What follows belongs to an exercise in optimizing a design on an open flow for small area, a short achievable clock period and few clock cycles; a production flow would make more cautious choices.
Function was checked by simulation only, so behaviour that the tests miss may differ from the original.

==> flow/design.v, too long to show whole: its modules and the start of the top module <==
// module h64mix_mul: 1806 lines
// module h64mix_fa: 10 lines
// module hash64_multiply_mix_64bit_words_top: 171 lines
module hash64_multiply_mix_64bit_words_top (
   input  wire logic        clock,
   input  wire logic        reset,
   input  wire logic        req_valid,
   output logic             req_stall,
   input  wire logic [63:0] req_key_word,
   input  wire logic [3:0]  req_word_bytes,
   input  wire logic        req_last_word,
   input  wire logic [30:0] req_total_length,
   output logic             rsp_valid,
   input  wire logic        rsp_stall,
   output logic [63:0]      rsp_hash_value,
   input  wire logic        csr_valid,
   output logic             csr_ready,
   input  wire logic [31:0] csr_hash_seed
);
  // ...
==> flow/run.sh <==
#!/bin/bash
# synth_recipe.tcl (not shown) runs the flow's synth.tcl, then flattens the netlist and writes it again
# the make line also repeats each setting of config.mk as NAME=value (left out here)
make -C /OpenROAD-flow-scripts/flow DESIGN_CONFIG=/design/flow/config.mk WORK_HOME=/design/flow/orfs CLKGATE_MAP_FILE= SYNTH_SCRIPT=/design/flow/synth_recipe.tcl finish
==> flow/config.mk <==
export PLATFORM = sky130hd
export DESIGN_NAME = hash64_multiply_mix_64bit_words_top
export DESIGN_NICKNAME = hash64_multiply_mix_64bit_words_top
export VERILOG_FILES = /design/flow/design.v
export SDC_FILE = /design/flow/constraint.sdc
export NUM_CORES = 4
export LEC_CHECK = 0
export CAP_MARGIN = 20
export CORE_MARGIN = 2
export CORE_UTILIZATION = 40
export SETUP_SLACK_MARGIN = 5
export SLEW_MARGIN = 20
export SYNTH_HIERARCHICAL = 1
==> flow/constraint.sdc <==
create_clock -name core_clock -period 12.0 [get_ports {clock}]
set_input_delay 2.4000 -clock core_clock [delete_from_list [all_inputs] [get_ports {clock}]]
set_output_delay 2.4000 -clock core_clock [all_outputs]
set_load 0.01 [all_outputs]
==> results.sh, run 1 <==
export IMPL_drc=0
export IMPL_cts_resized=200
export IMPL_cp_common_cell="fa_1"
export IMPL_nClkBuffers=59
export IMPL_highest_layer="met4"
export IMPL_grtUsageMet2_pct=44.2
export IMPL_rr_worst_depth=22
export IMPL_whs_ns=0.431
export IMPL_gp_congestion=0.988
export IMPL_critPathTopFamily="adder cells"
export IMPL_hold_violations=0
export IMPL_grt_first_pass_wirelength_microns=347000
export IMPL_r2r_slack_ns=5.09
export IMPL_run_status="no timing/DRC/antenna violations"
export IMPL_worst_pin_slew_ns=1.02
export IMPL_grt_pass1_vias=51000
export IMPL_area_growth_pct=17.0
export IMPL_syn_inst=5314
export IMPL_ys_seq_area_share_pct=12.6
export IMPL_globalRouteTotalUtil_pct=27.8
export IMPL_min_path_type="reg2reg"
export IMPL_synth_cell_type_count=76
export IMPL_synthAdderAreaFrac_pct=64.6
export IMPL_inverters=746
export IMPL_max_cap_viol_count=0
export IMPL_cts_buffers=45
export IMPL_synth_top_family_by_area="adder cells"
export IMPL_wl_met2_microns=111000
export IMPL_crit_path_max_incr_delay_ns=0.64
export IMPL_path_class="reg2reg"
export IMPL_antenna_found_initial=5
Testbench counts, summed over its fixed seeds: cycles 9,166.
==> module hash64_multiply_mix_64bit_words_top, before the edit <==
module hash64_multiply_mix_64bit_words_top (
   input  wire logic        clock,
   input  wire logic        reset,
   input  wire logic        req_valid,
   output logic             req_stall,
   input  wire logic [63:0] req_key_word,
   input  wire logic [3:0]  req_word_bytes,
   input  wire logic        req_last_word,
   input  wire logic [30:0] req_total_length,
   output logic             rsp_valid,
   input  wire logic        rsp_stall,
   output logic [63:0]      rsp_hash_value,
   input  wire logic        csr_valid,
   output logic             csr_ready,
   input  wire logic [31:0] csr_hash_seed
);
   localparam logic [1:0] TA_NONE = 2'd0;
   localparam logic [1:0] TA_FULL = 2'd1;    
   localparam logic [1:0] TA_PART = 2'd2;    
   localparam logic [2:0] TB_NONE  = 3'd0;
   localparam logic [2:0] TB_K2    = 3'd1;
   localparam logic [2:0] TB_LFULL = 3'd2;   
   localparam logic [2:0] TB_LPART = 3'd3;   
   localparam logic [2:0] TB_LEMPT = 3'd4;   
   localparam logic [1:0] TC_NONE = 2'd0;
   localparam logic [1:0] TC_H    = 2'd1;    
   localparam logic [1:0] TC_HEND = 2'd2;    
   localparam logic [1:0] TC_RES  = 2'd3;    
   logic [1:0]  ta_ff;
   logic        ta_first_ff, ta_last_ff;
   logic [2:0]  tb_ff;
   logic        tb_first_ff, tb_last_ff;
   logic [1:0]  tc_ff;
   logic        key_open_ff;
   logic [63:0] xa_ff, xb_ff, xc_ff, hash_ff;
   logic [31:0] seed_ff;
   logic        rsp_valid_ff;
   logic [63:0] pa, pb, pc;
   h64mix_mul u_mul_a (.operand (xa_ff), .product (pa));
   h64mix_mul u_mul_b (.operand (xb_ff), .product (pb));
   h64mix_mul u_mul_c (.operand (xc_ff), .product (pc));
   function automatic logic [63:0] mix(input logic [63:0] v);
      mix = v ^ (v >> 47);
   endfunction
   logic [3:0]  nb;
   logic [63:0] mw;
   logic        w_full, w_empty, w_ends;
   assign nb      = (req_word_bytes > 4'd8) ? 4'd8 : req_word_bytes;
   assign w_full  = (nb == 4'd8);
   assign w_empty = (nb == 4'd0);
   assign w_ends  = req_last_word || !w_full;
   always_comb begin
      for (int i = 0; i < 8; i++) begin
         mw[i*8 +: 8] = (4'(i) < nb) ? req_key_word[i*8 +: 8] : 8'h00;
      end
   end
   logic freeze;      
   logic ok_full, ok_first_full, ok_later_short, ok_first_short, can_take, take;
   assign freeze = ((tc_ff == TC_RES) || (tb_ff == TB_LFULL)) && rsp_valid_ff && rsp_stall;
   assign ok_full        = 1'b1;
   assign ok_first_full  = (ta_ff != TA_FULL) && (tc_ff != TC_HEND) && (tb_ff != TB_LEMPT);
   assign ok_later_short = (ta_ff != TA_FULL);
   assign ok_first_short = (ta_ff == TA_NONE) && (tb_ff != TB_K2) && (tb_ff != TB_LPART);
   always_comb begin
      if (w_full) begin
         can_take = key_open_ff ? ok_full : ok_first_full;
      end else begin
         can_take = key_open_ff ? ok_later_short : ok_first_short;
      end
      can_take = can_take && !freeze;
   end
   assign req_stall = !can_take;
   assign take      = req_valid && can_take;
   logic [1:0]  ta_in;
   logic        ta_first_in, ta_last_in;
   logic [2:0]  tb_in;
   logic        tb_first_in, tb_last_in;
   logic [1:0]  tc_in;
   logic        key_open_in;
   logic [63:0] xb_in, xc_in;
   logic        produce;
   logic        end_mark;    
   assign end_mark = take && key_open_ff && w_empty;
   always_comb begin
      ta_in       = TA_NONE;
      ta_first_in = !key_open_ff;
      ta_last_in  = w_ends;
      key_open_in = key_open_ff;
      if (take) begin
         key_open_in = !w_ends;
         if (w_full) begin
            ta_in = TA_FULL;
         end else if (key_open_ff && !w_empty) begin
            ta_in = TA_PART;
         end
      end
      tb_in       = TB_NONE;
      tb_first_in = ta_first_ff;
      tb_last_in  = ta_last_ff;
      xb_in       = mix(pa);
      if (ta_ff == TA_FULL) begin
         tb_in = TB_K2;
      end else if (take && !key_open_ff) begin
         xb_in = 64'(req_total_length);
         tb_in = w_full ? TB_LFULL : (w_empty ? TB_LEMPT : TB_LPART);
      end
      tc_in = tc_ff;
      xc_in = xc_ff;
      if (tb_ff == TB_K2) begin
         xc_in = (tb_first_ff ? hash_ff : pc) ^ pb;
         tc_in = (tb_last_ff || end_mark) ? TC_HEND : TC_H;
      end else if (tb_ff == TB_LPART) begin
         xc_in = 64'(seed_ff) ^ pb ^ xa_ff;
         tc_in = TC_HEND;
      end else if (tb_ff == TB_LEMPT) begin
         xc_in = mix(64'(seed_ff) ^ pb);
         tc_in = TC_RES;
      end else if (ta_ff == TA_PART) begin
         xc_in = pc ^ xa_ff;
         tc_in = TC_HEND;
      end else if (tc_ff == TC_HEND) begin
         xc_in = mix(pc);
         tc_in = TC_RES;
      end else if (tc_ff == TC_RES) begin
         tc_in = TC_NONE;
      end else if (end_mark) begin
         tc_in = TC_HEND;
      end
      produce = (tc_ff == TC_RES);
   end
   always_ff @(posedge clock) begin
      if (reset) begin
         ta_ff        <= TA_NONE;
         tb_ff        <= TB_NONE;
         tc_ff        <= TC_NONE;
         key_open_ff  <= 1'b0;
         rsp_valid_ff <= 1'b0;
         seed_ff      <= '0;
      end else begin
         if (!freeze) begin
            ta_ff        <= ta_in;
            tb_ff        <= tb_in;
            tc_ff        <= tc_in;
            key_open_ff  <= key_open_in;
            rsp_valid_ff <= produce || (rsp_valid_ff && rsp_stall);
         end
         if (csr_valid) begin
            seed_ff <= csr_hash_seed;
         end
      end
   end
   always_ff @(posedge clock) begin
      if (!freeze) begin
         ta_first_ff <= ta_first_in;
         ta_last_ff  <= ta_last_in;
         tb_first_ff <= tb_first_in;
         tb_last_ff  <= tb_last_in;
         xa_ff       <= mw;
         xb_ff       <= xb_in;
         xc_ff       <= xc_in;
         if (produce) begin
            hash_ff <= mix(pc);
         end else if (tb_ff == TB_LFULL) begin
            hash_ff <= 64'(seed_ff) ^ pb;
         end
      end
   end
   assign csr_ready      = 1'b1;
   assign rsp_valid      = rsp_valid_ff;
   assign rsp_hash_value = hash_ff;
endmodule
==> run 2, diff against run 1 <==
--- a/flow/design.v
+++ b/flow/design.v
@@ -1,13 +1,14 @@
 `timescale 1ns / 1ps
 `default_nettype none
 module h64mix_mul (
    input  wire logic [63:0] operand,
-   output logic      [63:0] product
+   output logic      [63:0] sum_row,
+   output logic      [63:0] carry_row
 );
    wire c1 = operand[50] ^ operand[48];
    wire c2 = operand[50] & operand[48];
    wire c3, c4;
    h64mix_fa u_c3 (.a(operand[51]), .b(operand[49]), .c(operand[47]), .s(c3), .co(c4));
    wire c5, c6;
    h64mix_fa u_c5 (.a(operand[52]), .b(operand[50]), .c(operand[48]), .s(c5), .co(c6));
    wire c7, c8;
@@ -1411,405 +1412,18 @@
    wire c1405, c1406;
    h64mix_fa u_c1405 (.a(c1285), .b(c1284), .c(~c1164), .s(c1405), .co(c1406));
    wire c1407, c1408;
    h64mix_fa u_c1407 (.a(c1287), .b(c1286), .c(~c1168), .s(c1407), .co(c1408));
    wire c1409, c1410;
    h64mix_fa u_c1409 (.a(c1289), .b(c1288), .c(~c1172), .s(c1409), .co(c1410));
    wire c1411, c1412;
    h64mix_fa u_c1411 (.a(c1291), .b(c1290), .c(~c1176), .s(c1411), .co(c1412));
-   wire [63:0] ra = {c1411, c1409, c1407, c1405, c1403, c1401, c1399, c1397, c1395, c1393, c1391, c1389, c1387, c1385, c1383, c1381, c1379, c1377, c1375, c1373, c1371, c1369, c1367, c1365, c1363, c1361, c1359, c1357, c1355, c1353, c1351, c1349, c1347, c1345, c1343, c1341, c1339, c1337, c1335, c1333, c1331, c1329, c1327, c1325, c1323, c1321, c1319, c1317, c1315, c1313, c1311, c1309, c1307, c1305, c1303, c1301, c1299, c1297, c1295, operand[0], operand[3], operand[2], operand[1], operand[0]};
-   wire [63:0] rb = {c1410, c1408, c1406, c1404, c1402, c1400, c1398, c1396, c1394, c1392, c1390, c1388, c1386, c1384, c1382, c1380, c1378, c1376, c1374, c1372, c1370, c1368, c1366, c1364, c1362, c1360, c1358, c1356, c1354, c1352, c1350, c1348, c1346, c1344, c1342, c1340, c1338, c1336, c1334, c1332, c1330, c1328, c1326, c1324, c1322, c1320, c1318, c1316, c1314, c1312, c1310, c1308, c1306, c1304, c1302, c1300, c1298, c1296, c1294, c1293, operand[1], operand[0], 1'b0, 1'b0};
-   wire [63:0] g0 = ra & rb;
-   wire [63:0] p0 = ra ^ rb;
-   wire pg1 = g0[1] | (p0[1] & g0[0]);
-   wire pg2 = g0[3] | (p0[3] & g0[2]);
-   wire pp2 = p0[3] & p0[2];
-   wire pg3 = g0[5] | (p0[5] & g0[4]);
-   wire pp3 = p0[5] & p0[4];
-   wire pg4 = g0[7] | (p0[7] & g0[6]);
-   wire pp4 = p0[7] & p0[6];
-   wire pg5 = g0[9] | (p0[9] & g0[8]);
-   wire pp5 = p0[9] & p0[8];
-   wire pg6 = g0[11] | (p0[11] & g0[10]);
-   wire pp6 = p0[11] & p0[10];
-   wire pg7 = g0[13] | (p0[13] & g0[12]);
-   wire pp7 = p0[13] & p0[12];
-   wire pg8 = g0[15] | (p0[15] & g0[14]);
-   wire pp8 = p0[15] & p0[14];
-   wire pg9 = g0[17] | (p0[17] & g0[16]);
-   wire pp9 = p0[17] & p0[16];
-   wire pg10 = g0[19] | (p0[19] & g0[18]);
-   wire pp10 = p0[19] & p0[18];
-   wire pg11 = g0[21] | (p0[21] & g0[20]);
-   wire pp11 = p0[21] & p0[20];
-   wire pg12 = g0[23] | (p0[23] & g0[22]);
-   wire pp12 = p0[23] & p0[22];
-   wire pg13 = g0[25] | (p0[25] & g0[24]);
-   wire pp13 = p0[25] & p0[24];
-   wire pg14 = g0[27] | (p0[27] & g0[26]);
-   wire pp14 = p0[27] & p0[26];
-   wire pg15 = g0[29] | (p0[29] & g0[28]);
-   wire pp15 = p0[29] & p0[28];
-   wire pg16 = g0[31] | (p0[31] & g0[30]);
-   wire pp16 = p0[31] & p0[30];
-   wire pg17 = g0[33] | (p0[33] & g0[32]);
-   wire pp17 = p0[33] & p0[32];
-   wire pg18 = g0[35] | (p0[35] & g0[34]);
-   wire pp18 = p0[35] & p0[34];
-   wire pg19 = g0[37] | (p0[37] & g0[36]);
-   wire pp19 = p0[37] & p0[36];
-   wire pg20 = g0[39] | (p0[39] & g0[38]);
-   wire pp20 = p0[39] & p0[38];
-   wire pg21 = g0[41] | (p0[41] & g0[40]);
-   wire pp21 = p0[41] & p0[40];
-   wire pg22 = g0[43] | (p0[43] & g0[42]);
-   wire pp22 = p0[43] & p0[42];
-   wire pg23 = g0[45] | (p0[45] & g0[44]);
-   wire pp23 = p0[45] & p0[44];
-   wire pg24 = g0[47] | (p0[47] & g0[46]);
-   wire pp24 = p0[47] & p0[46];
-   wire pg25 = g0[49] | (p0[49] & g0[48]);
-   wire pp25 = p0[49] & p0[48];
-   wire pg26 = g0[51] | (p0[51] & g0[50]);
-   wire pp26 = p0[51] & p0[50];
-   wire pg27 = g0[53] | (p0[53] & g0[52]);
-   wire pp27 = p0[53] & p0[52];
-   wire pg28 = g0[55] | (p0[55] & g0[54]);
-   wire pp28 = p0[55] & p0[54];
-   wire pg29 = g0[57] | (p0[57] & g0[56]);
-   wire pp29 = p0[57] & p0[56];
-   wire pg30 = g0[59] | (p0[59] & g0[58]);
-   wire pp30 = p0[59] & p0[58];
-   wire pg31 = g0[61] | (p0[61] & g0[60]);
-   wire pp31 = p0[61] & p0[60];
-   wire pg32 = g0[63] | (p0[63] & g0[62]);
-   wire pp32 = p0[63] & p0[62];
-   wire pg33 = g0[2] | (p0[2] & pg1);
-   wire pg34 = pg2 | (pp2 & pg1);
-   wire pg35 = g0[6] | (p0[6] & pg3);
-   wire pp35 = p0[6] & pp3;
-   wire pg36 = pg4 | (pp4 & pg3);
-   wire pp36 = pp4 & pp3;
-   wire pg37 = g0[10] | (p0[10] & pg5);
-   wire pp37 = p0[10] & pp5;
-   wire pg38 = pg6 | (pp6 & pg5);
-   wire pp38 = pp6 & pp5;
-   wire pg39 = g0[14] | (p0[14] & pg7);
-   wire pp39 = p0[14] & pp7;
-   wire pg40 = pg8 | (pp8 & pg7);
-   wire pp40 = pp8 & pp7;
-   wire pg41 = g0[18] | (p0[18] & pg9);
-   wire pp41 = p0[18] & pp9;
-   wire pg42 = pg10 | (pp10 & pg9);
-   wire pp42 = pp10 & pp9;
-   wire pg43 = g0[22] | (p0[22] & pg11);
-   wire pp43 = p0[22] & pp11;
-   wire pg44 = pg12 | (pp12 & pg11);
-   wire pp44 = pp12 & pp11;
-   wire pg45 = g0[26] | (p0[26] & pg13);
-   wire pp45 = p0[26] & pp13;
-   wire pg46 = pg14 | (pp14 & pg13);
-   wire pp46 = pp14 & pp13;
-   wire pg47 = g0[30] | (p0[30] & pg15);
-   wire pp47 = p0[30] & pp15;
-   wire pg48 = pg16 | (pp16 & pg15);
-   wire pp48 = pp16 & pp15;
-   wire pg49 = g0[34] | (p0[34] & pg17);
-   wire pp49 = p0[34] & pp17;
-   wire pg50 = pg18 | (pp18 & pg17);
-   wire pp50 = pp18 & pp17;
-   wire pg51 = g0[38] | (p0[38] & pg19);
-   wire pp51 = p0[38] & pp19;
-   wire pg52 = pg20 | (pp20 & pg19);
-   wire pp52 = pp20 & pp19;
-   wire pg53 = g0[42] | (p0[42] & pg21);
-   wire pp53 = p0[42] & pp21;
-   wire pg54 = pg22 | (pp22 & pg21);
-   wire pp54 = pp22 & pp21;
-   wire pg55 = g0[46] | (p0[46] & pg23);
-   wire pp55 = p0[46] & pp23;
-   wire pg56 = pg24 | (pp24 & pg23);
-   wire pp56 = pp24 & pp23;
-   wire pg57 = g0[50] | (p0[50] & pg25);
-   wire pp57 = p0[50] & pp25;
-   wire pg58 = pg26 | (pp26 & pg25);
-   wire pp58 = pp26 & pp25;
-   wire pg59 = g0[54] | (p0[54] & pg27);
-   wire pp59 = p0[54] & pp27;
-   wire pg60 = pg28 | (pp28 & pg27);
-   wire pp60 = pp28 & pp27;
-   wire pg61 = g0[58] | (p0[58] & pg29);
-   wire pp61 = p0[58] & pp29;
-   wire pg62 = pg30 | (pp30 & pg29);
-   wire pp62 = pp30 & pp29;
-   wire pg63 = g0[62] | (p0[62] & pg31);
-   wire pp63 = p0[62] & pp31;
-   wire pg64 = pg32 | (pp32 & pg31);
-   wire pp64 = pp32 & pp31;
-   wire pg65 = g0[4] | (p0[4] & pg34);
-   wire pg66 = pg3 | (pp3 & pg34);
-   wire pg67 = pg35 | (pp35 & pg34);
-   wire pg68 = pg36 | (pp36 & pg34);
-   wire pg69 = g0[12] | (p0[12] & pg38);
-   wire pp69 = p0[12] & pp38;
-   wire pg70 = pg7 | (pp7 & pg38);
-   wire pp70 = pp7 & pp38;
-   wire pg71 = pg39 | (pp39 & pg38);
-   wire pp71 = pp39 & pp38;
-   wire pg72 = pg40 | (pp40 & pg38);
-   wire pp72 = pp40 & pp38;
-   wire pg73 = g0[20] | (p0[20] & pg42);
-   wire pp73 = p0[20] & pp42;
-   wire pg74 = pg11 | (pp11 & pg42);
-   wire pp74 = pp11 & pp42;
-   wire pg75 = pg43 | (pp43 & pg42);
-   wire pp75 = pp43 & pp42;
-   wire pg76 = pg44 | (pp44 & pg42);
-   wire pp76 = pp44 & pp42;
-   wire pg77 = g0[28] | (p0[28] & pg46);
-   wire pp77 = p0[28] & pp46;
-   wire pg78 = pg15 | (pp15 & pg46);
-   wire pp78 = pp15 & pp46;
-   wire pg79 = pg47 | (pp47 & pg46);
-   wire pp79 = pp47 & pp46;
-   wire pg80 = pg48 | (pp48 & pg46);
-   wire pp80 = pp48 & pp46;
-   wire pg81 = g0[36] | (p0[36] & pg50);
-   wire pp81 = p0[36] & pp50;
-   wire pg82 = pg19 | (pp19 & pg50);
-   wire pp82 = pp19 & pp50;
-   wire pg83 = pg51 | (pp51 & pg50);
-   wire pp83 = pp51 & pp50;
-   wire pg84 = pg52 | (pp52 & pg50);
-   wire pp84 = pp52 & pp50;
-   wire pg85 = g0[44] | (p0[44] & pg54);
-   wire pp85 = p0[44] & pp54;
-   wire pg86 = pg23 | (pp23 & pg54);
-   wire pp86 = pp23 & pp54;
-   wire pg87 = pg55 | (pp55 & pg54);
-   wire pp87 = pp55 & pp54;
-   wire pg88 = pg56 | (pp56 & pg54);
-   wire pp88 = pp56 & pp54;
-   wire pg89 = g0[52] | (p0[52] & pg58);
-   wire pp89 = p0[52] & pp58;
-   wire pg90 = pg27 | (pp27 & pg58);
-   wire pp90 = pp27 & pp58;
-   wire pg91 = pg59 | (pp59 & pg58);
-   wire pp91 = pp59 & pp58;
-   wire pg92 = pg60 | (pp60 & pg58);
-   wire pp92 = pp60 & pp58;
-   wire pg93 = g0[60] | (p0[60] & pg62);
-   wire pp93 = p0[60] & pp62;
-   wire pg94 = pg31 | (pp31 & pg62);
-   wire pp94 = pp31 & pp62;
-   wire pg95 = pg63 | (pp63 & pg62);
-   wire pp95 = pp63 & pp62;
-   wire pg96 = pg64 | (pp64 & pg62);
-   wire pp96 = pp64 & pp62;
-   wire pg97 = g0[8] | (p0[8] & pg68);
-   wire pg98 = pg5 | (pp5 & pg68);
-   wire pg99 = pg37 | (pp37 & pg68);
-   wire pg100 = pg38 | (pp38 & pg68);
-   wire pg101 = pg69 | (pp69 & pg68);
-   wire pg102 = pg70 | (pp70 & pg68);
-   wire pg103 = pg71 | (pp71 & pg68);
-   wire pg104 = pg72 | (pp72 & pg68);
-   wire pg105 = g0[24] | (p0[24] & pg76);
-   wire pp105 = p0[24] & pp76;
-   wire pg106 = pg13 | (pp13 & pg76);
-   wire pp106 = pp13 & pp76;
-   wire pg107 = pg45 | (pp45 & pg76);
-   wire pp107 = pp45 & pp76;
-   wire pg108 = pg46 | (pp46 & pg76);
-   wire pp108 = pp46 & pp76;
-   wire pg109 = pg77 | (pp77 & pg76);
-   wire pp109 = pp77 & pp76;
-   wire pg110 = pg78 | (pp78 & pg76);
-   wire pp110 = pp78 & pp76;
-   wire pg111 = pg79 | (pp79 & pg76);
-   wire pp111 = pp79 & pp76;
-   wire pg112 = pg80 | (pp80 & pg76);
-   wire pp112 = pp80 & pp76;
-   wire pg113 = g0[40] | (p0[40] & pg84);
-   wire pp113 = p0[40] & pp84;
-   wire pg114 = pg21 | (pp21 & pg84);
-   wire pp114 = pp21 & pp84;
-   wire pg115 = pg53 | (pp53 & pg84);
-   wire pp115 = pp53 & pp84;
-   wire pg116 = pg54 | (pp54 & pg84);
-   wire pp116 = pp54 & pp84;
-   wire pg117 = pg85 | (pp85 & pg84);
-   wire pp117 = pp85 & pp84;
-   wire pg118 = pg86 | (pp86 & pg84);
-   wire pp118 = pp86 & pp84;
-   wire pg119 = pg87 | (pp87 & pg84);
-   wire pp119 = pp87 & pp84;
-   wire pg120 = pg88 | (pp88 & pg84);
-   wire pp120 = pp88 & pp84;
-   wire pg121 = g0[56] | (p0[56] & pg92);
-   wire pp121 = p0[56] & pp92;
-   wire pg122 = pg29 | (pp29 & pg92);
-   wire pp122 = pp29 & pp92;
-   wire pg123 = pg61 | (pp61 & pg92);
-   wire pp123 = pp61 & pp92;
-   wire pg124 = pg62 | (pp62 & pg92);
-   wire pp124 = pp62 & pp92;
-   wire pg125 = pg93 | (pp93 & pg92);
-   wire pp125 = pp93 & pp92;
-   wire pg126 = pg94 | (pp94 & pg92);
-   wire pp126 = pp94 & pp92;
-   wire pg127 = pg95 | (pp95 & pg92);
-   wire pp127 = pp95 & pp92;
-   wire pg128 = pg96 | (pp96 & pg92);
-   wire pp128 = pp96 & pp92;
-   wire pg129 = g0[16] | (p0[16] & pg104);
-   wire pg130 = pg9 | (pp9 & pg104);
-   wire pg131 = pg41 | (pp41 & pg104);
-   wire pg132 = pg42 | (pp42 & pg104);
-   wire pg133 = pg73 | (pp73 & pg104);
-   wire pg134 = pg74 | (pp74 & pg104);
-   wire pg135 = pg75 | (pp75 & pg104);
-   wire pg136 = pg76 | (pp76 & pg104);
-   wire pg137 = pg105 | (pp105 & pg104);
-   wire pg138 = pg106 | (pp106 & pg104);
-   wire pg139 = pg107 | (pp107 & pg104);
-   wire pg140 = pg108 | (pp108 & pg104);
-   wire pg141 = pg109 | (pp109 & pg104);
-   wire pg142 = pg110 | (pp110 & pg104);
-   wire pg143 = pg111 | (pp111 & pg104);
-   wire pg144 = pg112 | (pp112 & pg104);
-   wire pg145 = g0[48] | (p0[48] & pg120);
-   wire pp145 = p0[48] & pp120;
-   wire pg146 = pg25 | (pp25 & pg120);
-   wire pp146 = pp25 & pp120;
-   wire pg147 = pg57 | (pp57 & pg120);
-   wire pp147 = pp57 & pp120;
-   wire pg148 = pg58 | (pp58 & pg120);
-   wire pp148 = pp58 & pp120;
-   wire pg149 = pg89 | (pp89 & pg120);
-   wire pp149 = pp89 & pp120;
-   wire pg150 = pg90 | (pp90 & pg120);
-   wire pp150 = pp90 & pp120;
-   wire pg151 = pg91 | (pp91 & pg120);
-   wire pp151 = pp91 & pp120;
-   wire pg152 = pg92 | (pp92 & pg120);
-   wire pp152 = pp92 & pp120;
-   wire pg153 = pg121 | (pp121 & pg120);
-   wire pp153 = pp121 & pp120;
-   wire pg154 = pg122 | (pp122 & pg120);
-   wire pp154 = pp122 & pp120;
-   wire pg155 = pg123 | (pp123 & pg120);
-   wire pp155 = pp123 & pp120;
-   wire pg156 = pg124 | (pp124 & pg120);
-   wire pp156 = pp124 & pp120;
-   wire pg157 = pg125 | (pp125 & pg120);
-   wire pp157 = pp125 & pp120;
-   wire pg158 = pg126 | (pp126 & pg120);
-   wire pp158 = pp126 & pp120;
-   wire pg159 = pg127 | (pp127 & pg120);
-   wire pp159 = pp127 & pp120;
-   wire pg160 = pg128 | (pp128 & pg120);
-   wire pp160 = pp128 & pp120;
-   wire pg161 = g0[32] | (p0[32] & pg144);
-   wire pg162 = pg17 | (pp17 & pg144);
-   wire pg163 = pg49 | (pp49 & pg144);
-   wire pg164 = pg50 | (pp50 & pg144);
-   wire pg165 = pg81 | (pp81 & pg144);
-   wire pg166 = pg82 | (pp82 & pg144);
-   wire pg167 = pg83 | (pp83 & pg144);
-   wire pg168 = pg84 | (pp84 & pg144);
-   wire pg169 = pg113 | (pp113 & pg144);
-   wire pg170 = pg114 | (pp114 & pg144);
-   wire pg171 = pg115 | (pp115 & pg144);
-   wire pg172 = pg116 | (pp116 & pg144);
-   wire pg173 = pg117 | (pp117 & pg144);
-   wire pg174 = pg118 | (pp118 & pg144);
-   wire pg175 = pg119 | (pp119 & pg144);
-   wire pg176 = pg120 | (pp120 & pg144);
-   wire pg177 = pg145 | (pp145 & pg144);
-   wire pg178 = pg146 | (pp146 & pg144);
-   wire pg179 = pg147 | (pp147 & pg144);
-   wire pg180 = pg148 | (pp148 & pg144);
-   wire pg181 = pg149 | (pp149 & pg144);
-   wire pg182 = pg150 | (pp150 & pg144);
-   wire pg183 = pg151 | (pp151 & pg144);
-   wire pg184 = pg152 | (pp152 & pg144);
-   wire pg185 = pg153 | (pp153 & pg144);
-   wire pg186 = pg154 | (pp154 & pg144);
-   wire pg187 = pg155 | (pp155 & pg144);
-   wire pg188 = pg156 | (pp156 & pg144);
-   wire pg189 = pg157 | (pp157 & pg144);
-   wire pg190 = pg158 | (pp158 & pg144);
-   wire pg191 = pg159 | (pp159 & pg144);
-   wire pg192 = pg160 | (pp160 & pg144);
-   assign product[0] = p0[0];
-   assign product[1] = p0[1] ^ g0[0];
-   assign product[2] = p0[2] ^ pg1;
-   assign product[3] = p0[3] ^ pg33;
-   assign product[4] = p0[4] ^ pg34;
-   assign product[5] = p0[5] ^ pg65;
-   assign product[6] = p0[6] ^ pg66;
-   assign product[7] = p0[7] ^ pg67;
-   assign product[8] = p0[8] ^ pg68;
-   assign product[9] = p0[9] ^ pg97;
-   assign product[10] = p0[10] ^ pg98;
-   assign product[11] = p0[11] ^ pg99;
-   assign product[12] = p0[12] ^ pg100;
-   assign product[13] = p0[13] ^ pg101;
-   assign product[14] = p0[14] ^ pg102;
-   assign product[15] = p0[15] ^ pg103;
-   assign product[16] = p0[16] ^ pg104;
-   assign product[17] = p0[17] ^ pg129;
-   assign product[18] = p0[18] ^ pg130;
-   assign product[19] = p0[19] ^ pg131;
-   assign product[20] = p0[20] ^ pg132;
-   assign product[21] = p0[21] ^ pg133;
-   assign product[22] = p0[22] ^ pg134;
-   assign product[23] = p0[23] ^ pg135;
-   assign product[24] = p0[24] ^ pg136;
-   assign product[25] = p0[25] ^ pg137;
-   assign product[26] = p0[26] ^ pg138;
-   assign product[27] = p0[27] ^ pg139;
-   assign product[28] = p0[28] ^ pg140;
-   assign product[29] = p0[29] ^ pg141;
-   assign product[30] = p0[30] ^ pg142;
-   assign product[31] = p0[31] ^ pg143;
-   assign product[32] = p0[32] ^ pg144;
-   assign product[33] = p0[33] ^ pg161;
-   assign product[34] = p0[34] ^ pg162;
-   assign product[35] = p0[35] ^ pg163;
-   assign product[36] = p0[36] ^ pg164;
-   assign product[37] = p0[37] ^ pg165;
-   assign product[38] = p0[38] ^ pg166;
-   assign product[39] = p0[39] ^ pg167;
-   assign product[40] = p0[40] ^ pg168;
-   assign product[41] = p0[41] ^ pg169;
-   assign product[42] = p0[42] ^ pg170;
-   assign product[43] = p0[43] ^ pg171;
-   assign product[44] = p0[44] ^ pg172;
-   assign product[45] = p0[45] ^ pg173;
-   assign product[46] = p0[46] ^ pg174;
-   assign product[47] = p0[47] ^ pg175;
-   assign product[48] = p0[48] ^ pg176;
-   assign product[49] = p0[49] ^ pg177;
-   assign product[50] = p0[50] ^ pg178;
-   assign product[51] = p0[51] ^ pg179;
-   assign product[52] = p0[52] ^ pg180;
-   assign product[53] = p0[53] ^ pg181;
-   assign product[54] = p0[54] ^ pg182;
-   assign product[55] = p0[55] ^ pg183;
-   assign product[56] = p0[56] ^ pg184;
-   assign product[57] = p0[57] ^ pg185;
-   assign product[58] = p0[58] ^ pg186;
-   assign product[59] = p0[59] ^ pg187;
-   assign product[60] = p0[60] ^ pg188;
-   assign product[61] = p0[61] ^ pg189;
-   assign product[62] = p0[62] ^ pg190;
-   assign product[63] = p0[63] ^ pg191;
+   assign sum_row = {c1411, c1409, c1407, c1405, c1403, c1401, c1399, c1397, c1395, c1393, c1391, c1389, c1387, c1385, c1383, c1381, c1379, c1377, c1375, c1373, c1371, c1369, c1367, c1365, c1363, c1361, c1359, c1357, c1355, c1353, c1351, c1349, c1347, c1345, c1343, c1341, c1339, c1337, c1335, c1333, c1331, c1329, c1327, c1325, c1323, c1321, c1319, c1317, c1315, c1313, c1311, c1309, c1307, c1305, c1303, c1301, c1299, c1297, c1295, operand[0], operand[3], operand[2], operand[1], operand[0]};
+   assign carry_row = {c1410, c1408, c1406, c1404, c1402, c1400, c1398, c1396, c1394, c1392, c1390, c1388, c1386, c1384, c1382, c1380, c1378, c1376, c1374, c1372, c1370, c1368, c1366, c1364, c1362, c1360, c1358, c1356, c1354, c1352, c1350, c1348, c1346, c1344, c1342, c1340, c1338, c1336, c1334, c1332, c1330, c1328, c1326, c1324, c1322, c1320, c1318, c1316, c1314, c1312, c1310, c1308, c1306, c1304, c1302, c1300, c1298, c1296, c1294, c1293, operand[1], operand[0], 1'b0, 1'b0};
 endmodule
 module h64mix_fa (
    input  wire logic a,
    input  wire logic b,
    input  wire logic c,
    output logic      s,
    output logic      co
 );
@@ -1830,164 +1444,340 @@
    input  wire logic [30:0] req_total_length,
    output logic             rsp_valid,
    input  wire logic        rsp_stall,
    output logic [63:0]      rsp_hash_value,
    input  wire logic        csr_valid,
    output logic             csr_ready,
    input  wire logic [31:0] csr_hash_seed
 );
-   localparam logic [1:0] TA_NONE = 2'd0;
-   localparam logic [1:0] TA_FULL = 2'd1;    
-   localparam logic [1:0] TA_PART = 2'd2;    
-   localparam logic [2:0] TB_NONE  = 3'd0;
-   localparam logic [2:0] TB_K2    = 3'd1;
-   localparam logic [2:0] TB_LFULL = 3'd2;   
-   localparam logic [2:0] TB_LPART = 3'd3;   
-   localparam logic [2:0] TB_LEMPT = 3'd4;   
-   localparam logic [1:0] TC_NONE = 2'd0;
-   localparam logic [1:0] TC_H    = 2'd1;    
-   localparam logic [1:0] TC_HEND = 2'd2;    
-   localparam logic [1:0] TC_RES  = 2'd3;    
-   logic [1:0]  ta_ff;
-   logic        ta_first_ff, ta_last_ff;
-   logic [2:0]  tb_ff;
-   logic        tb_first_ff, tb_last_ff;
-   logic [1:0]  tc_ff;
-   logic        key_open_ff;
-   logic [63:0] xa_ff, xb_ff, xc_ff, hash_ff;
-   logic [31:0] seed_ff;
-   logic        rsp_valid_ff;
-   logic [63:0] pa, pb, pc;
-   h64mix_mul u_mul_a (.operand (xa_ff), .product (pa));
-   h64mix_mul u_mul_b (.operand (xb_ff), .product (pb));
-   h64mix_mul u_mul_c (.operand (xc_ff), .product (pc));
-   function automatic logic [63:0] mix(input logic [63:0] v);
-      mix = v ^ (v >> 47);
-   endfunction
+   localparam logic [2:0] OP_NONE = 3'd0;
+   localparam logic [2:0] OP_MIXP = 3'd1;   
+   localparam logic [2:0] OP_HP   = 3'd2;   
+   localparam logic [2:0] OP_LEN  = 3'd3;   
+   localparam logic [2:0] OP_SHP  = 3'd4;   
+   localparam logic [2:0] OP_MSP  = 3'd5;   
+   localparam int QN = 9;
+   logic        ib_v;
+   logic [63:0] ib_w;        
+   logic [30:0] ib_len;
+   logic        ib_full;     
+   logic        ib_empty;    
+   logic        ib_ends;     
    logic [3:0]  nb;
    logic [63:0] mw;
-   logic        w_full, w_empty, w_ends;
-   assign nb      = (req_word_bytes > 4'd8) ? 4'd8 : req_word_bytes;
-   assign w_full  = (nb == 4'd8);
-   assign w_empty = (nb == 4'd0);
-   assign w_ends  = req_last_word || !w_full;
+   logic        take;
+   logic        ib_go;       
+   assign nb = (req_word_bytes > 4'd8) ? 4'd8 : req_word_bytes;
    always_comb begin
       for (int i = 0; i < 8; i++) begin
          mw[i*8 +: 8] = (4'(i) < nb) ? req_key_word[i*8 +: 8] : 8'h00;
       end
    end
-   logic freeze;      
-   logic ok_full, ok_first_full, ok_later_short, ok_first_short, can_take, take;
-   assign freeze = ((tc_ff == TC_RES) || (tb_ff == TB_LFULL)) && rsp_valid_ff && rsp_stall;
-   assign ok_full        = 1'b1;
-   assign ok_first_full  = (ta_ff != TA_FULL) && (tc_ff != TC_HEND) && (tb_ff != TB_LEMPT);
-   assign ok_later_short = (ta_ff != TA_FULL);
-   assign ok_first_short = (ta_ff == TA_NONE) && (tb_ff != TB_K2) && (tb_ff != TB_LPART);
+   assign req_stall = ib_v && !ib_go;
+   assign take      = req_valid && !req_stall;
+   logic [2:0]  q_op  [QN];
+   logic        q_f   [QN];    
+   logic        q_hw  [QN];    
+   logic        x_f_ff, s_f_ff;
+   logic        key_open_ff;
+   logic signed [4:0] lc_ff;   
+   logic [63:0] x_ff, s_ff, c_ff, hash_ff, rsp_hash_ff;
+   logic [30:0] len_ff;
+   logic [31:0] seed_ff;
+   logic        rsp_valid_ff;
+   logic [63:0] sum_row, carry_row, p;
+   h64mix_mul u_mul (
+      .operand   (x_ff),
+      .sum_row   (sum_row),
+      .carry_row (carry_row)
+   );
+   assign p = s_ff + c_ff;
+   logic [QN-1:0] q_busy, q_rdh, q_wrh;
+   logic          f_pending;
    always_comb begin
-      if (w_full) begin
-         can_take = key_open_ff ? ok_full : ok_first_full;
-      end else begin
-         can_take = key_open_ff ? ok_later_short : ok_first_short;
+      for (int d = 0; d < QN; d++) begin
+         q_busy[d] = (q_op[d] != OP_NONE);
+         q_rdh[d]  = (q_op[d] == OP_HP) || (q_op[d] == OP_SHP);
+         q_wrh[d]  = q_hw[d];
       end
-      can_take = can_take && !freeze;
    end
-   assign req_stall = !can_take;
-   assign take      = req_valid && can_take;
-   logic [1:0]  ta_in;
-   logic        ta_first_in, ta_last_in;
-   logic [2:0]  tb_in;
-   logic        tb_first_in, tb_last_in;
-   logic [1:0]  tc_in;
-   logic        key_open_in;
-   logic [63:0] xb_in, xc_in;
-   logic        produce;
-   logic        end_mark;    
-   assign end_mark = take && key_open_ff && w_empty;
+   function automatic logic h_free(input logic [QN-1:0] rd, input logic [QN-1:0] wr, input int w);
+      h_free = 1'b1;
+      for (int d = 0; d < QN; d++) begin
+         if ((d > w) && rd[d]) h_free = 1'b0;
+         if ((d >= w) && wr[d]) h_free = 1'b0;
+      end
+   endfunction
    always_comb begin
-      ta_in       = TA_NONE;
-      ta_first_in = !key_open_ff;
-      ta_last_in  = w_ends;
-      key_open_in = key_open_ff;
-      if (take) begin
-         key_open_in = !w_ends;
-         if (w_full) begin
-            ta_in = TA_FULL;
-         end else if (key_open_ff && !w_empty) begin
-            ta_in = TA_PART;
+      f_pending = x_f_ff || s_f_ff || rsp_valid_ff;
+      for (int d = 0; d < QN; d++) begin
+         if (q_f[d]) f_pending = 1'b1;
+      end
+   end
+   logic        bk_ok;
+   logic [2:0]  bk_kind;      
+   localparam logic [2:0] BK_FULL   = 3'd0;   
+   localparam logic [2:0] BK_PDIR   = 3'd1;   
+   localparam logic [2:0] BK_PLATE  = 3'd2;   
+   localparam logic [2:0] BK_EDIR   = 3'd3;   
+   localparam logic [2:0] BK_ELATE  = 3'd4;   
+   localparam logic [2:0] BK_FIRSTF = 3'd5;   
+   localparam logic [2:0] BK_FIRSTP = 3'd6;   
+   localparam logic [2:0] BK_FIRSTE = 3'd7;   
+   logic [1:0]  fv;           
+   logic        f_ok;
+   logic        lc_le1, lc_ledm2, lc_m1_0, lc_ledm3;
+   logic [3:0]  lc2;          
+   assign f_ok     = !f_pending;
+   assign lc_le1   = (lc_ff <= 5'sd1);
+   assign lc_ledm2 = (lc_ff <= -5'sd2);
+   assign lc_ledm3 = (lc_ff <= -5'sd3);
+   assign lc_m1_0  = (lc_ff == -5'sd1) || (lc_ff == 5'sd0);
+   assign lc2      = (lc_ff == 5'sd0) ? 4'd2 : 4'd1;
+   always_comb begin
+      bk_ok   = 1'b0;
+      bk_kind = BK_FULL;
+      fv      = 2'd0;
+      if (ib_v) begin
+         if (key_open_ff) begin
+            if (ib_full) begin
+               bk_kind = BK_FULL;
+               bk_ok   = !q_busy[0] && !q_busy[2] && !q_busy[4] && lc_le1
+                         && (!ib_ends || (!q_busy[6] && f_ok));
+            end else if (!ib_empty) begin
+               if (lc_ledm2) begin
+                  bk_kind = BK_PDIR;
+                  bk_ok   = !q_busy[0] && !q_busy[2] && f_ok;
+               end else begin
+                  bk_kind = BK_PLATE;
+                  bk_ok   = lc_m1_0 && !q_busy[lc2] && !q_busy[lc2 + 4'd2] && f_ok;
+               end
+            end else begin
+               if (lc_ledm2) begin
+                  bk_kind = BK_EDIR;
+                  bk_ok   = !q_busy[0] && f_ok;
+               end else begin
+                  bk_kind = BK_ELATE;
+                  bk_ok   = lc_m1_0 && !q_busy[lc2] && f_ok;
+               end
+            end
+         end else begin
+            if (ib_full) begin
+               bk_kind = BK_FIRSTF;
+               if (!ib_ends || f_ok) begin
+                  if (!q_busy[0] && !q_busy[1] && !q_busy[2] && !q_busy[4]
+                      && (!ib_ends || !q_busy[6]) && h_free(q_rdh, q_wrh, 3)) begin
+                     bk_ok = 1'b1;
+                     fv    = 2'd0;
+                  end else if (!q_busy[0] && !q_busy[2] && !q_busy[3] && !q_busy[5]
+                      && (!ib_ends || !q_busy[7]) && h_free(q_rdh, q_wrh, 4)) begin
+                     bk_ok = 1'b1;
+                     fv    = 2'd1;
+                  end else if (!q_busy[0] && !q_busy[2] && !q_busy[4] && !q_busy[6]
+                      && (!ib_ends || !q_busy[8]) && h_free(q_rdh, q_wrh, 4)) begin
+                     bk_ok = 1'b1;
+                     fv    = 2'd2;
+                  end
+               end
+            end else if (!ib_empty) begin
+               bk_kind = BK_FIRSTP;
+               bk_ok   = !q_busy[0] && !q_busy[2] && !q_busy[4] && f_ok && h_free(q_rdh, q_wrh, 0);
+            end else begin
+               bk_kind = BK_FIRSTE;
+               bk_ok   = !q_busy[0] && !q_busy[2] && f_ok;
+            end
          end
       end
-      tb_in       = TB_NONE;
-      tb_first_in = ta_first_ff;
-      tb_last_in  = ta_last_ff;
-      xb_in       = mix(pa);
-      if (ta_ff == TA_FULL) begin
-         tb_in = TB_K2;
-      end else if (take && !key_open_ff) begin
-         xb_in = 64'(req_total_length);
-         tb_in = w_full ? TB_LFULL : (w_empty ? TB_LEMPT : TB_LPART);
+   end
+   assign ib_go = bk_ok;
+   logic [2:0]  nq_op [QN];
+   logic        nq_f  [QN];
+   logic        nq_hw [QN];
+   logic signed [4:0] lc_in;
+   logic        hw_now;           
+   logic        hw_word;          
+   logic        len_we;
+   logic        sel_p, sel_h, sel_w, sel_s, sel_l, sel_mix, len_from_ib, x_f_in;
+   always_comb begin
+      for (int d = 0; d < QN - 1; d++) begin
+         nq_op[d] = q_op[d+1];
+         nq_f[d]  = q_f[d+1];
+         nq_hw[d] = q_hw[d+1];
       end
-      tc_in = tc_ff;
-      xc_in = xc_ff;
-      if (tb_ff == TB_K2) begin
-         xc_in = (tb_first_ff ? hash_ff : pc) ^ pb;
-         tc_in = (tb_last_ff || end_mark) ? TC_HEND : TC_H;
-      end else if (tb_ff == TB_LPART) begin
-         xc_in = 64'(seed_ff) ^ pb ^ xa_ff;
-         tc_in = TC_HEND;
-      end else if (tb_ff == TB_LEMPT) begin
-         xc_in = mix(64'(seed_ff) ^ pb);
-         tc_in = TC_RES;
-      end else if (ta_ff == TA_PART) begin
-         xc_in = pc ^ xa_ff;
-         tc_in = TC_HEND;
-      end else if (tc_ff == TC_HEND) begin
-         xc_in = mix(pc);
-         tc_in = TC_RES;
-      end else if (tc_ff == TC_RES) begin
-         tc_in = TC_NONE;
-      end else if (end_mark) begin
-         tc_in = TC_HEND;
+      nq_op[QN-1] = OP_NONE;
+      nq_f[QN-1]  = 1'b0;
+      nq_hw[QN-1] = 1'b0;
+      hw_now  = q_hw[0];
+      hw_word = 1'b0;
+      len_we  = 1'b0;
+      lc_in   = (lc_ff > -5'sd3) ? lc_ff - 5'sd1 : lc_ff;
+      sel_p       = 1'b0;
+      sel_h       = 1'b0;
+      sel_w       = 1'b0;
+      sel_s       = 1'b0;
+      sel_l       = 1'b0;
+      sel_mix     = 1'b0;
+      len_from_ib = 1'b0;
+      x_f_in      = q_f[0];
+      case (q_op[0])
+         OP_MIXP: begin sel_p = 1'b1; sel_mix = 1'b1; end
+         OP_HP:   begin sel_p = 1'b1; sel_h = 1'b1; end
+         OP_LEN:  begin sel_l = 1'b1; end
+         OP_SHP:  begin sel_p = 1'b1; sel_h = 1'b1; sel_s = 1'b1; end
+         OP_MSP:  begin sel_p = 1'b1; sel_s = 1'b1; sel_mix = 1'b1; end
+         default: begin end
+      endcase
+      if (bk_ok) begin
+         case (bk_kind)
+            BK_FULL: begin
+               sel_w = 1'b1;                                   
+               nq_op[1] = OP_MIXP;                             
+               nq_op[3] = OP_HP;                               
+               if (ib_ends) begin
+                  nq_op[5] = OP_MIXP; nq_f[5] = 1'b1;          
+               end else begin
+                  nq_hw[5] = 1'b1;                             
+               end
+               lc_in = 5'sd3;
+            end
+            BK_PDIR: begin
+               sel_w = 1'b1;
+               sel_p = (lc_ff == -5'sd2);
+               sel_h = (lc_ff != -5'sd2);
+               nq_op[1] = OP_MIXP; nq_f[1] = 1'b1;             
+               lc_in = -5'sd1;
+            end
+            BK_PLATE: begin
+               hw_word = 1'b1;
+               nq_op[lc2 - 4'd1] = OP_HP;
+               nq_hw[lc2 - 4'd1] = 1'b0;
+               nq_op[lc2 + 4'd1] = OP_MIXP; nq_f[lc2 + 4'd1] = 1'b1;
+               lc_in = 5'(lc2) - 5'sd1;
+            end
+            BK_EDIR: begin
+               sel_p   = (lc_ff == -5'sd2);
+               sel_h   = (lc_ff != -5'sd2);
+               sel_mix = 1'b1;
+               x_f_in  = 1'b1;
+            end
+            BK_ELATE: begin
+               nq_op[lc2 - 4'd1] = OP_MIXP; nq_f[lc2 - 4'd1] = 1'b1;
+               nq_hw[lc2 - 4'd1] = 1'b0;
+            end
+            BK_FIRSTF: begin
+               sel_w  = 1'b1;                                  
+               len_we = 1'b1;
+               nq_op[1] = OP_MIXP;                             
+               case (fv)
+                  2'd0: begin
+                     nq_op[0] = OP_LEN;                        
+                     nq_hw[2] = 1'b1;                          
+                     nq_op[3] = OP_SHP;                        
+                     if (ib_ends) begin nq_op[5] = OP_MIXP; nq_f[5] = 1'b1; end
+                     else nq_hw[5] = 1'b1;
+                     lc_in = 5'sd3;
+                  end
+                  2'd1: begin
+                     nq_op[2] = OP_LEN;                        
+                     nq_hw[3] = 1'b1;                          
+                     nq_op[4] = OP_SHP;                        
+                     if (ib_ends) begin nq_op[6] = OP_MIXP; nq_f[6] = 1'b1; end
+                     else nq_hw[6] = 1'b1;
+                     lc_in = 5'sd4;
+                  end
+                  default: begin
+                     nq_op[3] = OP_LEN;                        
+                     nq_hw[3] = 1'b1;                          
+                     nq_op[5] = OP_SHP;                        
+                     if (ib_ends) begin nq_op[7] = OP_MIXP; nq_f[7] = 1'b1; end
+                     else nq_hw[7] = 1'b1;
+                     lc_in = 5'sd5;
+                  end
+               endcase
+            end
+            BK_FIRSTP: begin
+               sel_l       = 1'b1;                             
+               len_from_ib = 1'b1;
+               hw_word     = 1'b1;
+               nq_op[1] = OP_SHP;                              
+               nq_op[3] = OP_MIXP; nq_f[3] = 1'b1;             
+               lc_in = 5'sd1;
+            end
+            default: begin  
+               sel_l       = 1'b1;                             
+               len_from_ib = 1'b1;
+               nq_op[1] = OP_MSP; nq_f[1] = 1'b1;              
+            end
+         endcase
       end
-      produce = (tc_ff == TC_RES);
    end
+   logic [30:0] len_v;
+   logic [63:0] y, x_in;
+   assign len_v = len_from_ib ? ib_len : len_ff;
+   assign y     = (p & {64{sel_p}}) ^ (hash_ff & {64{sel_h}}) ^ (ib_w & {64{sel_w}})
+                ^ (64'(seed_ff) & {64{sel_s}}) ^ (64'(len_v) & {64{sel_l}});
+   assign x_in  = sel_mix ? (y ^ (y >> 47)) : y;
    always_ff @(posedge clock) begin
       if (reset) begin
-         ta_ff        <= TA_NONE;
-         tb_ff        <= TB_NONE;
-         tc_ff        <= TC_NONE;
+         ib_v         <= 1'b0;
          key_open_ff  <= 1'b0;
+         lc_ff        <= -5'sd3;
+         x_f_ff       <= 1'b0;
+         s_f_ff       <= 1'b0;
          rsp_valid_ff <= 1'b0;
          seed_ff      <= '0;
+         for (int d = 0; d < QN; d++) begin
+            q_op[d] <= OP_NONE;
+            q_f[d]  <= 1'b0;
+            q_hw[d] <= 1'b0;
+         end
       end else begin
-         if (!freeze) begin
-            ta_ff        <= ta_in;
-            tb_ff        <= tb_in;
-            tc_ff        <= tc_in;
-            key_open_ff  <= key_open_in;
-            rsp_valid_ff <= produce || (rsp_valid_ff && rsp_stall);
+         if (take) begin
+            ib_v <= 1'b1;
+         end else if (ib_go) begin
+            ib_v <= 1'b0;
+         end
+         if (ib_go) begin
+            key_open_ff <= !ib_ends;
          end
+         lc_ff        <= lc_in;
+         x_f_ff       <= x_f_in;
+         s_f_ff       <= x_f_ff;
+         rsp_valid_ff <= s_f_ff || (rsp_valid_ff && rsp_stall);
          if (csr_valid) begin
             seed_ff <= csr_hash_seed;
          end
+         for (int d = 0; d < QN; d++) begin
+            q_op[d] <= nq_op[d];
+            q_f[d]  <= nq_f[d];
+            q_hw[d] <= nq_hw[d];
+         end
       end
    end
    always_ff @(posedge clock) begin
-      if (!freeze) begin
-         ta_first_ff <= ta_first_in;
-         ta_last_ff  <= ta_last_in;
-         tb_first_ff <= tb_first_in;
-         tb_last_ff  <= tb_last_in;
-         xa_ff       <= mw;
-         xb_ff       <= xb_in;
-         xc_ff       <= xc_in;
-         if (produce) begin
-            hash_ff <= mix(pc);
-         end else if (tb_ff == TB_LFULL) begin
-            hash_ff <= 64'(seed_ff) ^ pb;
-         end
+      if (take) begin
+         ib_w     <= mw;
+         ib_len   <= req_total_length;
+         ib_full  <= (nb == 4'd8);
+         ib_empty <= (nb == 4'd0);
+         ib_ends  <= req_last_word || (nb != 4'd8);
+      end
+      x_ff  <= x_in;
+      s_ff  <= sum_row;
+      c_ff  <= carry_row;
+      if (hw_word) begin
+         hash_ff <= ib_w;
+      end else if (hw_now) begin
+         hash_ff <= p;
+      end
+      if (len_we) begin
+         len_ff <= ib_len;
+      end
+      if (s_f_ff) begin
+         rsp_hash_ff <= p ^ (p >> 47);
       end
    end
    assign csr_ready      = 1'b1;
    assign rsp_valid      = rsp_valid_ff;
-   assign rsp_hash_value = hash_ff;
+   assign rsp_hash_value = rsp_hash_ff;
 endmodule
 `default_nettype wire
==> run 2 against run 1 <==
Still clean on timing, DRC and antenna. Worst hold slack better by 0.019 ns. Sequential cell count is 224 higher. Register-to-register slack better by 1.9 ns. First-iteration DRC count is 38% lower. Critical path depth is 15 lower. Synthesized area is 42% lower. Maximum frequency is 7.9% higher. Final area is 44% lower. Die area is 42% lower. Sequential share of layout area is 18 points higher. Largest cell class unchanged.
==> results.sh, run 2 <==
export IMPL_layout_common_cells="fa_1 (681), nand2_1 (493), dfxtp_1 (263)"
export IMPL_drive_gt1_share_pct=6.35
export IMPL_run_status="no timing/DRC/antenna violations"
export IMPL_synth_top_cell_area_share_pct=34.2
export IMPL_critPathLaunchType="register"
export IMPL_clock_sinks=525
export IMPL_yosysTopAreaCell="fa_1"
export IMPL_worstReg2RegStart="lc_ff[0]"
export IMPL_cp_data_arrival_time_ns=4.00
export IMPL_cts_buffer_depth=3
export IMPL_cts_tree="yes"
export IMPL_setup_viol=0
export IMPL_gp_congestion=0.936
export IMPL_holdCritStartpoint="ib_len[25]"
export IMPL_slew_violations=0
export IMPL_grt_max_degree=74
export IMPL_highest_layer="met5"
export IMPL_area_growth_pct=12.4
export IMPL_vias=25500
export IMPL_fin_nets=4441
export IMPL_crit_path_max_incr_delay_ns=0.98
export IMPL_wl_met3_microns=14400
export IMPL_ys_flop_type="dfxtp_1"
export IMPL_synth_most_common_cell="fa_1"
export IMPL_path_class="reg2out"
export IMPL_grt_overflow_total=0
export IMPL_num_io_pins=204
export IMPL_crit_slowest_cell="dfxtp_4"
export IMPL_final_common_cell="fa_1"
export IMPL_wl_met1_microns=48500
export IMPL_synth_cell_type_count=86
export IMPL_grt_pass1_vias=26900
export IMPL_syn_inst=3419
export IMPL_postRouteAntennaNets=0
export IMPL_hold_violations=0
export IMPL_drt_pass1_iter_count=6
export IMPL_ys_seq_area_share_pct=32.8
export IMPL_clk_pin_slew_ns=0.06
export IMPL_rsz0062_at_grt="no"
export IMPL_syn_area_sq_mm=0.0399
export IMPL_final_area_sq_mm=0.0448
export IMPL_r2r_slack_ns=7.01
export IMPL_cts_buffers=59
export IMPL_cts_resized=0
export IMPL_ctsHtreeMaxLevel=2
export IMPL_std_cell_rows=115
export IMPL_async_flop_share_pct=0
export IMPL_drtIter0Drc=2392
export IMPL_finClkSkew_ns=0.0400
export IMPL_io_buffers=202
export IMPL_grt_first_pass_wirelength_microns=176000
export IMPL_rr_endpoint="x_ff[12]"
export IMPL_wl_microns=119000
export IMPL_antenna_found_initial=6
export IMPL_start_util_pct=40.4
export IMPL_synth_common_cells="fa_1 (681), nand2_1 (494), dfxtp_1 (268)"
export IMPL_crit_chain="nor4_1 > a31o_2 > nor3b_2 > a22oi_1 > a21oi_1 > nor2_1 > clkdlybuf4s50_1"
export IMPL_synth_edf_count=257
export IMPL_rr_worst_depth=16
export IMPL_die_w_microns=320
export IMPL_setup_tns_ns=0
export IMPL_cp_max_fo=66
export IMPL_ctsRootBufferMaster="clkbuf_16"
export IMPL_cp_required_ns=9.60
export IMPL_wl_per_cell_microns=24.5
export IMPL_placed_area_sq_mm=0.0427
export IMPL_drc=0
export IMPL_worst_pin_slew_ns=1.15
export IMPL_synth_seq_cells=525
export IMPL_wl_met2_microns=52400
export IMPL_whs_ns=0.450
export IMPL_synth_area_leaders="fa_1 (34%), edfxtp_1 (19%), dfxtp_1 (13%), nand2_1 (4.7%), xnor2_1 (4.4%)"
export IMPL_min_path_type="reg2reg"
export IMPL_period_share_pct=53.3
export IMPL_die_height_microns=320
export IMPL_fmax_ghz=0.156
export IMPL_drt_vias_per_instance=5.24
export IMPL_period_minus_slack_ns=6.40
export IMPL_synth_avg_cell_area_sq_um=11.7
export IMPL_clock_latency_ns=0.68
export IMPL_core_area_sq_mm=0.0986
export IMPL_worstSetupEndpointType="primary output"
export IMPL_dieArea_sq_mm=0.102
export IMPL_max_cap_viol_count=0
export IMPL_dp_hpwl_microns=87400
export IMPL_maxSlewHeadroom_pct=23.0
export IMPL_hold_path_depth=0
export IMPL_postCtsSetupRepairBufs=0
export IMPL_ys_warn_count=13
export IMPL_globalRouteTotalUtil_pct=23.6
export IMPL_ctsHoldBuffers=0
export IMPL_hold_end="len_ff[25]"
-- run 2: stage by stage --
stage | instances | utilization, % | setup slack [ns]
6_report | 4865 | 45.5 | 5.60
5_1_grt | 4864 | 45.5 | 5.31
4_1_cts | 4864 | 45.4 | 5.47
3_5_place_dp | 4752 | 43.3 | 6.22
3_3_place_gp | 4752 | 43.3 | 6.21
2_1_floorplan | 3420 | - | 6.38
-- run 2: area by class of cell --
| cell class | instances | area, sq um |
|---|---|---|
| Multi-Input combinational cell | 2411 | 24500 |
| Antenna cell | 1 | 2.50 |
| Sequential cell | 525 | 13100 |
| Timing Repair Buffer | 274 | 2550 |
| Tap cell | 1287 | 1610 |
| Clock inverter | 32 | 429 |
| Clock buffer | 80 | 1690 |
| Fill cell | 9039 | 53700 |
| Inverter | 255 | 957 |
-- run 2: worst max-delay path by stage --
stage           start        end  slack (ns)  cells after the start
4_1_cts        s_f_ff  req_stall        5.47                      7
3_3_place_gp   s_f_ff  req_stall        6.21                      7
3_5_place_dp   s_f_ff  req_stall        6.22                      7
2_1_floorplan  s_f_ff  req_stall        6.38                      6
5_1_grt        s_f_ff  req_stall        5.31                      7
6_report       s_f_ff  req_stall        5.60                      7
-- run 2: critical path: cells and delay by family, from the launching register on --
kind | cells | cell delay, ns
AOI/OAI and AO/OA | 3 | 1.03
DFF | 1 | 0.98
and+or+nand+nor | 3 | 0.70
buffers and inverters | 1 | 0.60
-- run 2: modules after synthesis, one instance, submodules excluded --
module / copies in the design / flip-flops and latches / cells inside / cell area (sq um)
h64mix_mul: 1 / 0 / 370 / 2090
hash64_multiply_mix_64bit_words_top: 1 / 525 / 2369 / 24200
h64mix_fa: 680 / 0 / 1 / 20.0
-- run 2: logic make-up (layout without fill, tap and decap cells) --
group	count (synthesis)	in the layout	share of synthesized area, %
multiplexers	46	46	1.18
other	2	4	0.0188
AND/OR/NAND/NOR	915	915	10.3
adder cells (fa/ha/maj)	778	778	37.2
buffers and inverters	484	641	5.95
XOR/XNOR	281	281	6.25
AO/OA/AOI/OAI	388	388	6.25
flip-flops	525	525	32.8
-- run 2: metal layers --
layer  up-vias  global-route usage (%)
li1      11200                       -
met3       207                    9.33
met2      1222                    35.5
met4         8                    6.78
met1     12900                    31.4
met5         -                    1.13
Testbench counts of run 2, summed over its fixed seeds: cycles 25,560.

==> static timing again, ports no longer ideal <==
How much do the figures lean on ideal ports? The routed layouts below were timed once more, with nothing changed but the port constraints.
Step 1 (the two cells are an assumption about what drives the block):
set clk [get_ports {clock}]
set_driving_cell -lib_cell sky130_fd_sc_hd__clkbuf_16 $clk
set_driving_cell -lib_cell sky130_fd_sc_hd__buf_2 [delete_from_list [all_inputs] $clk]
Step 2 also shifts input and output timing later by t, the mid clock arrival at the registers, as if the neighbouring blocks saw the same clock.
a / b / c = no drivers / after step 1 / after step 2; a / b = the first two.
run	shift t [ns]	setup slack, ns	worst setup path at the end	slew at the worst register clock pin (ns)	pins driven straight from the clock port
run 1	0.727	5.095 / 5.095 / 5.095	register to register	0.08 / 0.08	1
run 2	0.728	5.600 / 5.529 / 6.258	register to output	0.07 / 0.07	1
After both steps setup and hold are still met in every run listed.
